What follows belongs to an exercise in optimizing a design on an open flow for small area; a production flow would make more cautious choices. RTL that was checked went through simulation tests only; none was proved equivalent to the original. No activity file was given, so power comes from the tool's default toggle rates.

## run A
## write_guard_top
module write_guard_top (
  input  logic        clk_i,
  input  logic        rst_n_i,
  input  logic        aw_valid_i,
  input  logic [3:0]  aw_id_i,
  input  logic [7:0]  aw_len_i,
  input  logic        w_valid_i,
  input  logic        w_last_i,
  input  logic        b_ready_i,
  input  logic        aw_ready_i,
  input  logic        w_ready_i,
  input  logic        b_valid_i,
  input  logic [3:0]  b_id_i,
  input  logic [11:0] budget_aw_i,
  input  logic [11:0] budget_w_unit_i,
  input  logic [11:0] budget_b_i,
  input  logic        reset_clear_i,
  output logic        reset_req_o,
  output logic        irq_o,
  output logic [4:0]  outstanding_o,
  output logic        overflow_o,
  output logic [3:0]  last_id_o,
  output logic [1:0]  last_phase_o,
  output logic [7:0]  timeout_cnt_o
);
==> flow/config.mk <==
export PLATFORM = sky130hd
export DESIGN_NAME = write_guard_top
export DESIGN_NICKNAME = write_guard_top
export VERILOG_FILES = /design/flow/design.v
export SDC_FILE = /design/flow/constraint.sdc
export NUM_CORES = 4
export LEC_CHECK = 0
export ABC_AREA = 1
export CAP_MARGIN = 20
export CORE_MARGIN = 2
export CORE_UTILIZATION = 40
export GPL_TIMING_DRIVEN = 0
export SLEW_MARGIN = 20
==> flow/constraint.sdc <==
create_clock -name core_clock -period 13.0 [get_ports {clk_i}]
set_input_delay 2.6000 -clock core_clock [delete_from_list [all_inputs] [get_ports {clk_i}]]
set_output_delay 2.6000 -clock core_clock [all_outputs]
set_load 0.01 [all_outputs]
standard.sh (not shown) runs the stock make flow with config.mk's settings and CLKGATE_MAP_FILE= SYNTH_SCRIPT=/design/flow/synth_recipe.tcl, a recipe that flattens the netlist after the stock synthesis.
==> flow/flow/run.sh <==
#!/bin/bash
# Standard synthesis, then the combinational logic re-mapped with ABC area scripts (the
# registers of the standard synthesis are kept, same names and cells; the smallest result
# that keeps them all is used), then the standard layout from floorplan to finish.
set -euo pipefail
HERE=$(pwd)
R=$HERE/orfs/results/$FLOW_PLATFORM/write_guard_top/base
LIB=$FLOW_HOME/platforms/$FLOW_PLATFORM/lib/sky130_fd_sc_hd__tt_025C_1v80.lib

bash standard.sh synth > synth.log 2>&1
cp $R/1_2_yosys.v $HERE/std_netlist.v

regs() { grep -oE "sky130_fd_sc_hd__[a-z0-9]*df[a-z0-9]*_[0-9]+ +[^ ]+" "$1" | sed -E 's/_[0-9]+ +/ /' | sort; }
regs std_netlist.v > regs_std.log

DONTUSE=$(cat flow/dont_use.txt)
for s in a2 a4 a5 a6; do
  sed -e "s#@LIB@#$LIB#g" -e "s#@IN@#$HERE/std_netlist.v#" -e "s#@TOP@#$FLOW_TOP#g" \
      -e "s#@KEEP@#$HERE/flow/keepff.v#" -e "s#@DONTUSE@#$DONTUSE#" \
      -e "s#@SCRIPT@#$HERE/flow/$s.abc#" -e "s#@OUT@#$HERE/remap_$s.v#" \
      flow/remap.ys.in > remap_$s.ys
  (yosys -q -l remap_$s.log remap_$s.ys > /dev/null 2>&1 || rm -f remap_$s.v) &
done
wait

best=""; best_area=""
for s in a2 a4 a5 a6; do
  [[ -f remap_$s.v ]] || continue
  a=$(grep "Chip area" remap_$s.log | tail -1 | awk '{print $NF}')
  [[ -n "$a" ]] || continue
  regs remap_$s.v > regs_$s.log
  cmp -s regs_std.log regs_$s.log || continue
  if [[ -z "$best" ]] || awk -v x="$a" -v y="$best_area" 'BEGIN{exit !(x<y)}'; then
    best=$s; best_area=$a
  fi
done
std_area=$(grep "Chip area" orfs/reports/$FLOW_PLATFORM/write_guard_top/base/synth_stat.txt | awk '{print $NF}')
echo "standard: $std_area remapped: ${best:-none} ${best_area:-}" > remap_choice.log
if [[ -n "$best" ]] && awk -v x="$best_area" -v y="$std_area" 'BEGIN{exit !(x<y)}'; then
  cp remap_$best.v $R/1_2_yosys.v
fi

bash standard.sh finish \
  "CTS_ARGS=-sink_clustering_enable -repair_clock_nets -dont_use_dummy_load -sink_clustering_size 24 -sink_clustering_max_diameter 100 -buf_list {sky130_fd_sc_hd__clkbuf_16}" \
  "BUFFER_PORTS_ARGS=-buffer_cell sky130_fd_sc_hd__buf_1" > finish.log 2>&1
==> flow/flow/a5.abc <==
&get -n
&st
&deepsyn -T 120
&dch -f
&nf -a -R 1000
&put
==> flow/flow/a6.abc <==
&get -n
&st
&deepsyn -T 120 -S 3
&dch -f
&nf -a -R 1000
&put
Other scripts of this flow, unchanged in this note and not shown: flow/flow/a2.abc, flow/flow/a4.abc, flow/flow/dont_use.txt, flow/flow/keepff.v, flow/flow/remap.ys.in
Run A: full flow OK, the timing, DRC and antenna checks passed
Input-level comparison between run B and run A:
-- flow/flow/run.sh --
<<< run A, line 43
bash standard.sh finish \
  "CTS_ARGS=-sink_clustering_enable -repair_clock_nets -dont_use_dummy_load -sink_clustering_size 24 -sink_clustering_max_diameter 100 -buf_list {sky130_fd_sc_hd__clkbuf_16}" \
  "BUFFER_PORTS_ARGS=-buffer_cell sky130_fd_sc_hd__buf_1" > finish.log 2>&1
>>> run B, line 43
bash standard.sh finish \
  "CTS_ARGS=-sink_clustering_enable -repair_clock_nets -dont_use_dummy_load -sink_clustering_size 16 -sink_clustering_max_diameter 90 -buf_list {sky130_fd_sc_hd__clkbuf_8}" \
  "BUFFER_PORTS_ARGS=-buffer_cell sky130_fd_sc_hd__buf_1" > finish.log 2>&1
## What came out
- Between run A and run B, the die area figures differ only marginally.
- Clock share of power sits higher in run B than in run A.
- Per the comparison of run B with run A, gate count after technology mapping now sits higher; worst hold slack dropped 21 ps.
- Run A leaves less setup margin than run B.
- Max combinational share of power across run B and run A: run A
- Post-route cell area of run B falls short of that of run A slightly.
- Relative to run A, the power of run B is lower by 1.7 mW.
- Against run A, run B comes in 0.52 points lower on synthesis-to-layout area growth.
- Run A → run B: via count picked up an extra 1.0%, initial cell density of the core neither gained nor lost much.
For run C, these inputs were changed with respect to run B:
-- flow/flow/run.sh --
<<< run B, line 16
DONTUSE=$(cat flow/dont_use.txt)
for s in a2 a4 a5 a6; do
  sed -e "s#@LIB@#$LIB#g" -e "s#@IN@#$HERE/std_netlist.v#" -e "s#@TOP@#$FLOW_TOP#g" \
>>> run C, line 16
DONTUSE=$(cat flow/dont_use.txt)
for s in a1 a2 a3 a4; do
  sed -e "s#@LIB@#$LIB#g" -e "s#@IN@#$HERE/std_netlist.v#" -e "s#@TOP@#$FLOW_TOP#g" \
<<< run B, line 26
best=""; best_area=""
for s in a2 a4 a5 a6; do
  [[ -f remap_$s.v ]] || continue
>>> run C, line 26
best=""; best_area=""
for s in a1 a2 a3 a4; do
  [[ -f remap_$s.v ]] || continue
<<< run B, line 43
bash standard.sh finish \
  "CTS_ARGS=-sink_clustering_enable -repair_clock_nets -dont_use_dummy_load -sink_clustering_size 16 -sink_clustering_max_diameter 90 -buf_list {sky130_fd_sc_hd__clkbuf_8}" \
  "BUFFER_PORTS_ARGS=-buffer_cell sky130_fd_sc_hd__buf_1" > finish.log 2>&1
>>> run C, line 43
bash standard.sh finish \
  "CTS_ARGS=-sink_clustering_enable -repair_clock_nets -dont_use_dummy_load -sink_clustering_size 14 -sink_clustering_max_diameter 90 -buf_list {sky130_fd_sc_hd__clkbuf_8}" \
  "BUFFER_PORTS_ARGS=-buffer_cell sky130_fd_sc_hd__buf_1" > finish.log 2>&1
==> flow/flow/a1.abc (new file) <==
&get -n
&st
&synch2
&nf -a
&put
==> flow/flow/a3.abc (new file) <==
strash
dc2
dch -f
map -a
strash
dch -f
map -a
removed: flow/flow/a5.abc
removed: flow/flow/a6.abc
### Flow results
- Diff run B -> run C: final count of hold timing violations level, sequential power went up.
- Run B → run C: layout buffer count excluding clock buffers went down; wire length picked up an extra about 1.5%; fraction of met2 tracks used by global routing picked up an extra 2.2 points; global-route usage over all layers saw an increase; part of the total power dissipated in sequential elements fell 4.5 points.
- The number of instances in the synthesized netlist number comes out lower for run C vs run B.
- Between run B and run C, the difference in vertical die dimension is negligible.
- Compared with run B, run C shows a lower maximum cell stage delay along the critical path.

P:
write_guard_top, a different RTL version from the one above (not shown whole).
For scale: roughly 84 I/O pins, ~38000 um2 of cells after synthesis.
Settings: LEC_CHECK=0, ABC_AREA=1, CAP_MARGIN=20, CORE_MARGIN=2, CORE_UTILIZATION=40, CTS_BUF_LIST=sky130_fd_sc_hd__clkbuf_4 sky130_fd_sc_hd__clkbuf_8, CTS_CLUSTER_DIAMETER=60, CTS_CLUSTER_SIZE=20, SLEW_MARGIN=20; clock period 13.0 ns.
==> flow/flow/run.sh <==
#!/bin/bash
# Standard synthesis, then the combinational logic re-mapped with ABC area scripts (the
# registers of the standard synthesis are kept, same names and cells; the smallest result
# that keeps them all is used), then the standard layout from floorplan to finish.
set -euo pipefail
HERE=$(pwd)
R=$HERE/orfs/results/$FLOW_PLATFORM/write_guard_top/base
LIB=$FLOW_HOME/platforms/$FLOW_PLATFORM/lib/sky130_fd_sc_hd__tt_025C_1v80.lib

bash standard.sh synth > synth.log 2>&1
cp $R/1_2_yosys.v $HERE/std_netlist.v

regs() { grep -oE "sky130_fd_sc_hd__[a-z0-9]*df[a-z0-9]*_[0-9]+ +[^ ]+" "$1" | sed -E 's/_[0-9]+ +/ /' | sort; }
regs std_netlist.v > regs_std.log

DONTUSE=$(cat flow/dont_use.txt)
for s in a1 a2 a3; do
  sed -e "s#@LIB@#$LIB#g" -e "s#@IN@#$HERE/std_netlist.v#" -e "s#@TOP@#$FLOW_TOP#g" \
      -e "s#@KEEP@#$HERE/flow/keepff.v#" -e "s#@DONTUSE@#$DONTUSE#" \
      -e "s#@SCRIPT@#$HERE/flow/$s.abc#" -e "s#@OUT@#$HERE/remap_$s.v#" \
      flow/remap.ys.in > remap_$s.ys
  (yosys -q -l remap_$s.log remap_$s.ys > /dev/null 2>&1 || rm -f remap_$s.v) &
done
wait

best=""; best_area=""
for s in a1 a2 a3; do
  [[ -f remap_$s.v ]] || continue
  a=$(grep "Chip area" remap_$s.log | tail -1 | awk '{print $NF}')
  [[ -n "$a" ]] || continue
  regs remap_$s.v > regs_$s.log
  cmp -s regs_std.log regs_$s.log || continue
  if [[ -z "$best" ]] || awk -v x="$a" -v y="$best_area" 'BEGIN{exit !(x<y)}'; then
    best=$s; best_area=$a
  fi
done
std_area=$(grep "Chip area" orfs/reports/$FLOW_PLATFORM/write_guard_top/base/synth_stat.txt | awk '{print $NF}')
echo "standard: $std_area remapped: ${best:-none} ${best_area:-}" > remap_choice.log
if [[ -n "$best" ]] && awk -v x="$best_area" -v y="$std_area" 'BEGIN{exit !(x<y)}'; then
  cp remap_$best.v $R/1_2_yosys.v
fi

bash standard.sh finish > finish.log 2>&1
Other scripts of this flow, unchanged in this note and not shown: flow/flow/a1.abc, flow/flow/a2.abc, flow/flow/a3.abc, flow/flow/dont_use.txt, flow/flow/keepff.v, flow/flow/remap.ys.in
P finished every step from synthesis to the final layout, and the layout passed the timing, DRC and antenna checks.
Changes in Q relative to P:
diff --git a/flow/flow/run.sh b/flow/flow/run.sh
--- a/flow/flow/run.sh
+++ b/flow/flow/run.sh
@@ -43 +43,4 @@
-bash standard.sh finish > finish.log 2>&1
+bash standard.sh finish \
+  "CTS_ARGS=-sink_clustering_enable -repair_clock_nets -dont_use_dummy_load -sink_clustering_size 30 -sink_clustering_max_diameter 50 -buf_list {sky130_fd_sc_hd__clkbuf_16}" \
+  "BUFFER_PORTS_ARGS=-buffer_cell sky130_fd_sc_hd__buf_1" \
+  RECOVER_POWER=100 > finish.log 2>&1
diff --git a/flow/config.mk b/flow/config.mk
--- a/flow/config.mk
+++ b/flow/config.mk
@@ -9 +9 @@
-export CAP_MARGIN = 20
+export CAP_MARGIN = 0
@@ -12,4 +12 @@
-export CTS_BUF_LIST = sky130_fd_sc_hd__clkbuf_4 sky130_fd_sc_hd__clkbuf_8
-export CTS_CLUSTER_DIAMETER = 60
-export CTS_CLUSTER_SIZE = 20
-export SLEW_MARGIN = 20
+export SLEW_MARGIN = 0
Findings:
Q -> stages 100% | layout checks FAIL | capacitance limit, slew limit
Compared with P, in Q share of final layout cell area taken by non-clock buffers went down by 1.7 points; count of routing violations after the opening detailed-route iteration grew by 252.
Slowest stage cell on the critical path = sky130_fd_sc_hd__clkdlybuf4s50_1: P; slowest stage cell on the critical path = sky130_fd_sc_hd__clkbuf_1: Q
Per the comparison of Q with P, wire length of the first global-routing pass went down by 0.78%, least setup slack across all paths after layout now sits higher, arrival time at the worst endpoint fell by 0.21 ns, wire length per cell after detailed routing fell 0.94%.
Relative to P, clock transition at the register clock pins on the worst setup and hold paths after CTS decreased by 0.06 ns in Q.
Against P, maximum clock frequency in Q came out better.
Here is what was changed in the inputs of R compared with Q.
diff --git a/flow/flow/run.sh b/flow/flow/run.sh
--- a/flow/flow/run.sh
+++ b/flow/flow/run.sh
@@ -44 +44 @@
-  "CTS_ARGS=-sink_clustering_enable -repair_clock_nets -dont_use_dummy_load -sink_clustering_size 30 -sink_clustering_max_diameter 50 -buf_list {sky130_fd_sc_hd__clkbuf_16}" \
+  "CTS_ARGS=-sink_clustering_enable -repair_clock_nets -dont_use_dummy_load -sink_clustering_size 20 -sink_clustering_max_diameter 60 -buf_list {sky130_fd_sc_hd__clkbuf_8 sky130_fd_sc_hd__clkbuf_16}" \
diff --git a/flow/config.mk b/flow/config.mk
--- a/flow/config.mk
+++ b/flow/config.mk
@@ -9 +9 @@
-export CAP_MARGIN = 0
+export CAP_MARGIN = 20
@@ -12 +12 @@
-export SLEW_MARGIN = 0
+export SLEW_MARGIN = 20
Notes after the runs:
- The layout from R, despite a flow that completed every stage, fails the layout checks, with the failing checks listed as capacitance limit, slew limit.
- Changes observed in R relative to Q: met3 track demand over resource in global routing about even, clock buffer count went down by 17.
- Q consumes more power than R.
- In the flow results for R and Q, the first-pass GRT wire length is smaller on R.
- Comparing the two runs side by side, R comes out ahead of Q on switching power.
- Diff Q -> R | final routed wire length divided by cell count | up slightly
- Cmp R vs Q: setup slack lower in R
- Measured against each other, R and Q differ in cell leakage power, the lower figure coming from R.
- R ended with less met2 capacity usage during global routing than Q.
- R vs Q — internal power dropped 0.22 mW.
Function was not checked in any run of this note: the RTL went through the layout flow alone.

==> separate check: timing with driven ports <==
The flow's constraints put no driver on any port. The routed layouts listed below were extracted and timed again, unchanged, in two steps. Step 1 sets driving cells, clkbuf_16 on the clock port and buf_2 on the other inputs (assumed; they add their load-dependent delay and slew). Step 2 moves the port delays by t, midway between the first and last clock arrival at a register: inputs arrive t later, outputs are due t later. That takes back most of the time a late clock gives input paths. Slacks: no drivers / after step 1 / after step 2; pairs: no drivers / after step 1.
run	t, ns	setup slack, ns	worst hold slack (ns)	pins driven straight from the clock port
run A	0.667	4.554 / 4.591 / 3.924	0.416 / 0.416 / 0.416	1
run B	0.801	5.705 / 5.705 / 5.054	0.395 / 0.395 / 0.395	1
run C	0.756	4.957 / 4.994 / 4.239	0.391 / 0.391 / 0.391	1
P	0.804	4.540 / 4.480 / 3.676	0.394 / 0.394 / 0.394	1
Q	0.710	4.603 / 4.643 / 3.934	0.379 / 0.379 / 0.379	1
R	0.692	4.556 / 4.595 / 3.904	0.370 / 0.370 / 0.370	1
For P, which loses most, drivers alone change the setup slack by -0.060 ns; drivers and shift together by -0.864 ns.
